This is an optimization exercise on Yosys and OpenROAD, whose aim is small area and a short achievable clock period, not a production implementation. Function was checked by simulation only, so behaviour that the tests miss may differ from the original. Power is estimated from default activity; no workload was simulated.

## rev 12
==> flow/design.v <==
module relu_pool2x2 #(
    parameter int DATA_W = 32,
    parameter int MAX_W  = 64,
    parameter int CNT_W  = 10
) (
    input  logic              clk,
    input  logic              rst,
    input  logic              clear,
    input  logic [CNT_W-1:0]  map_w,
    input  logic [CNT_W-1:0]  map_h,
    input  logic              conv_ack,
    input  logic [DATA_W-1:0] conv_r,
    input  logic [DATA_W-1:0] conv_g,
    input  logic [DATA_W-1:0] conv_b,
    output logic [DATA_W-1:0] pool_out,
    output logic              pool_valid,
    output logic              frame_done,
    output logic              cfg_err
);
    localparam int VW = DATA_W - 1;    
    logic [4:0]    wcfg;       
    logic [8:0]    hcfg;       
    logic          w2;         
    logic [4:0]    sec;        
    logic [4:0]    secn;       
    logic [4:0]    cpair;      
    logic          codd;       
    logic [8:0]    rpair;      
    logic          rodd;       
    logic          gh;         
    logic          gt_tail;    
    logic          take;
    logic          cpair_last;
    logic          rpair_last;
    logic          shift;
    logic          cfg_bad;
    assign take       = conv_ack & ~clear & ~cfg_err;
    assign cpair_last = (cpair == wcfg);
    assign rpair_last = (rpair == hcfg);
    assign shift      = take & ~codd;
    assign cfg_bad  = map_w[0] | map_h[0]
                    | (map_w < CNT_W'(2)) | (map_h < CNT_W'(2))
                    | (map_w > CNT_W'(MAX_W));
    logic [VW-1:0] head;       
    logic          gq;         
    logic          sq;         
    logic [VW-1:0] uq;         
    logic [VW-1:0] xq;         
    logic [VW-1:0] tail;
    logic [VW-1:0] q1  [1];
    logic [VW-1:0] q2  [2];
    logic [VW-1:0] q4  [4];
    logic [VW-1:0] q8  [8];
    logic [VW-1:0] q15 [15];
    logic [VW-1:0] m1, m2, m4, m8, m15;
    assign m1  = ({VW{sec[0]}} & q1[0])   | ({VW{secn[0]}} & head);
    assign m2  = ({VW{sec[1]}} & q2[1])   | ({VW{secn[1]}} & m1);
    assign m4  = ({VW{sec[2]}} & q4[3])   | ({VW{secn[2]}} & m2);
    assign m8  = ({VW{sec[3]}} & q8[7])   | ({VW{secn[3]}} & m4);
    assign m15 = ({VW{sec[4]}} & q15[14]) | ({VW{secn[4]}} & m8);
    always_ff @(posedge clk) begin
        gq <= take & gt;
        sq <= sat;
        uq <= u[VW-1:0];
        xq <= take ? x : head;
    end
    assign head = gq ? (uq | {VW{sq}}) : xq;
    always_ff @(posedge clk) begin
        if (shift) begin
            q1[0] <= head;
            q2[0] <= m1;
            q2[1] <= q2[0];
            q4[0] <= m2;
            for (int i = 1; i < 4; i++) q4[i] <= q4[i-1];
            q8[0] <= m4;
            for (int i = 1; i < 8; i++) q8[i] <= q8[i-1];
            q15[0] <= m8;
            for (int i = 1; i < 15; i++) q15[i] <= q15[i-1];
            tail <= m15;
        end
    end
    logic [VW-1:0] x;
    assign x = ({VW{gh}} & head) | ({VW{gt_tail}} & tail);
    logic [31:0] ru, gu, bu, k1, c1;
    logic [32:0] k2, c2, a1, b1, xn;
    logic [33:0] u, v;
    logic        gt;
    logic        sat;
    assign ru = {~conv_r[DATA_W-1], conv_r[DATA_W-2:0]};
    assign gu = {~conv_g[DATA_W-1], conv_g[DATA_W-2:0]};
    assign bu = {~conv_b[DATA_W-1], conv_b[DATA_W-2:0]};
    assign k1 = ru ^ gu ^ bu;
    assign c1 = (ru & gu) | (ru & bu) | (gu & bu);
    assign u  = {2'b00, k1} + {1'b0, c1, 1'b0};
    assign a1 = {1'b0, k1};
    assign b1 = {c1, 1'b0};
    assign xn = {2'b00, ~x};
    assign k2 = a1 ^ b1 ^ xn;
    assign c2 = (a1 & b1) | (a1 & xn) | (b1 & xn);
    assign v  = {1'b0, k2} + {c2, 1'b0};
    assign gt  = v[33];
    assign sat = u[33];
    assign pool_out = {1'b0, head};
    logic [4:0] wnew;
    logic [4:0] snew;
    assign wnew = map_w[5:1] - 5'd1;
    assign snew = (wnew - 5'd1 >= 5'd15) ? {1'b1, 4'(wnew - 5'd16)} : {1'b0, 4'(wnew - 5'd1)};
    always_ff @(posedge clk) begin
        if (clear) begin
            wcfg <= wnew;
            hcfg <= map_h[9:1] - 9'd1;
            w2   <= (wnew == 5'd0);
            sec  <= snew;
            secn <= ~snew;
        end
    end
    always_ff @(posedge clk or posedge rst) begin
        if (rst) begin
            cfg_err <= 1'b1;
        end else if (clear) begin
            cfg_err <= cfg_bad;
        end
    end
    logic codd_n, rodd_n;
    always_comb begin
        codd_n = codd;
        rodd_n = rodd;
        if (clear) begin
            codd_n = 1'b0;
            rodd_n = 1'b0;
        end else if (take) begin
            codd_n = ~codd;
            if (codd && cpair_last) rodd_n = ~rodd;
        end
    end
    always_ff @(posedge clk or posedge rst) begin
        if (rst) begin
            codd    <= 1'b0;
            rodd    <= 1'b0;
            gh      <= 1'b0;
            gt_tail <= 1'b0;
        end else begin
            codd    <= codd_n;
            rodd    <= rodd_n;
            gh      <= codd_n | (rodd_n & w2);
            gt_tail <= ~codd_n & rodd_n & ~w2;
        end
    end
    always_ff @(posedge clk or posedge rst) begin
        if (rst) begin
            cpair <= '0;
            rpair <= '0;
        end else if (clear) begin
            cpair <= '0;
            rpair <= '0;
        end else if (take && codd) begin
            if (cpair_last) begin
                cpair <= '0;
                if (rodd) rpair <= rpair_last ? '0 : rpair + 9'd1;
            end else begin
                cpair <= cpair + 5'd1;
            end
        end
    end
    always_ff @(posedge clk or posedge rst) begin
        if (rst) begin
            pool_valid <= 1'b0;
            frame_done <= 1'b0;
        end else begin
            pool_valid <= take & codd & rodd;
            frame_done <= take & codd & rodd & cpair_last & rpair_last;
        end
    end
endmodule
Settings: LEC_CHECK=0, CAP_MARGIN=20, CORE_MARGIN=2, CORE_UTILIZATION=65, SLEW_MARGIN=20; clock period 11.0 ns.
standard.sh (not shown) runs the stock make flow with config.mk's settings and CLKGATE_MAP_FILE= SYNTH_SCRIPT=/design/flow/synth_recipe.tcl, a recipe that flattens the netlist after the stock synthesis.
==> flow/flow/run.sh <==
#!/bin/bash
# Own layout flow: the standard ORFS flow (standard.sh, unchanged synthesis) with
#  - port buffers of a plain buffer cell (buf_2) instead of the default delay-cell choice,
#  - clock tree synthesis with clkbuf_8 clusters of up to 20 sinks and no dummy loads,
#  - a tighter setup-repair target (SETUP_SLACK_MARGIN=7 at the design's 11 ns clock).
# Every tool's output goes to the ORFS logs under orfs/logs; make's own output to make.log.
set -euo pipefail
export BUFFER_PORTS_ARGS="-buffer_cell sky130_fd_sc_hd__buf_2"
export CTS_ARGS="-sink_clustering_enable -repair_clock_nets -buf_list sky130_fd_sc_hd__clkbuf_8 -sink_clustering_size 20 -sink_clustering_max_diameter 60 -dont_use_dummy_load"
bash standard.sh SETUP_SLACK_MARGIN=7 finish > make.log 2>&1
## Diff of input files: rev 13 against rev 12
-- flow/design.v --
<<< rev 12, line 23
    logic          w2;         
    logic [4:0]    sec;        
    logic [4:0]    secn;       
    logic [4:0]    cpair;      
    logic          codd;       
>>> rev 13, line 23
    logic          w2;         
    logic [4:0]    sec;        
    logic [4:0]    cpair;      
    logic          codd;       
<<< rev 12, line 54
    logic [VW-1:0] q15 [15];
    logic [VW-1:0] m1, m2, m4, m8, m15;
    assign m1  = ({VW{sec[0]}} & q1[0])   | ({VW{secn[0]}} & head);
    assign m2  = ({VW{sec[1]}} & q2[1])   | ({VW{secn[1]}} & m1);
    assign m4  = ({VW{sec[2]}} & q4[3])   | ({VW{secn[2]}} & m2);
    assign m8  = ({VW{sec[3]}} & q8[7])   | ({VW{secn[3]}} & m4);
    assign m15 = ({VW{sec[4]}} & q15[14]) | ({VW{secn[4]}} & m8);
    always_ff @(posedge clk) begin
        gq <= take & gt;
        sq <= sat;
        uq <= u[VW-1:0];
        xq <= take ? x : head;
    end
    assign head = gq ? (uq | {VW{sq}}) : xq;
>>> rev 13, line 53
    logic [VW-1:0] q15 [15];
    logic [VW-1:0] m1, m2, m4, m8, m15;
    assign m1  = sec[0] ? q1[0]   : head;
    assign m2  = sec[1] ? q2[1]   : m1;
    assign m4  = sec[2] ? q4[3]   : m2;
    assign m8  = sec[3] ? q8[7]   : m4;
    assign m15 = sec[4] ? q15[14] : m8;
    always_ff @(posedge clk) begin
        if (take) begin
            gq <= gt;
            sq <= sat;
            uq <= u[VW-1:0];
            xq <= x;
        end
    end
    assign head = gq ? (uq | {VW{sq}}) : xq;
<<< rev 12, line 112
            w2   <= (wnew == 5'd0);
            sec  <= snew;
            secn <= ~snew;
        end
    end
>>> rev 13, line 113
            w2   <= (wnew == 5'd0);
            sec  <= snew;
        end
    end
From rev 13 to rev 12, count of distinct cell types in the synthesized netlist did not move at all. Of rev 13 and rev 12, rev 13 shows the lower synthesized netlist net count, with rev 12 above it. Summary: total power, rev 13 better than rev 12. Rev 13 vs rev 12, busiest metal layer after global routing: met1 vs met2. Compared with rev 12, in rev 13 number of buffers other than clock buffers in the final layout increased by 21% relative to the old numbers; netlist area before placement increased by 2.5% relative to the old numbers; sequential share of layout area now sits lower. The final reports for rev 13 and rev 12 show count of flip-flops and latches lower in the former.

==> port drivers added, routing unchanged <==
No port has a modelled driver above. Below, the same layouts with a new extraction and two added sets of constraints.
Step 1 (the two cells are an assumption about what drives the block):
set clk [get_ports {clk}]
set_driving_cell -lib_cell sky130_fd_sc_hd__clkbuf_16 $clk
set_driving_cell -lib_cell sky130_fd_sc_hd__buf_2 [delete_from_list [all_inputs] $clk]
Step 2, shift: input delay + t, output delay - t, t = (earliest + latest rising clock arrival at the registers) / 2. This alone moves slack from input paths to output paths.
Slacks: no drivers / after step 1 / after step 2; pairs: no drivers / after step 1.
| run | t, ns | setup slack, ns | hold WS [ns] |
|---|---|---|---|
| rev 12 | 0.710 | 6.506 / 6.539 / 5.830 | 0.401 / 0.401 / 0.401 |
| rev 13 | 0.708 | 6.379 / 6.379 / 5.671 | 0.366 / 0.366 / 0.366 |
After both steps every run listed still meets setup and hold. The setup slack of rev 13, which loses most, moves by 0.000 ns with the drivers and by -0.708 ns with both steps.
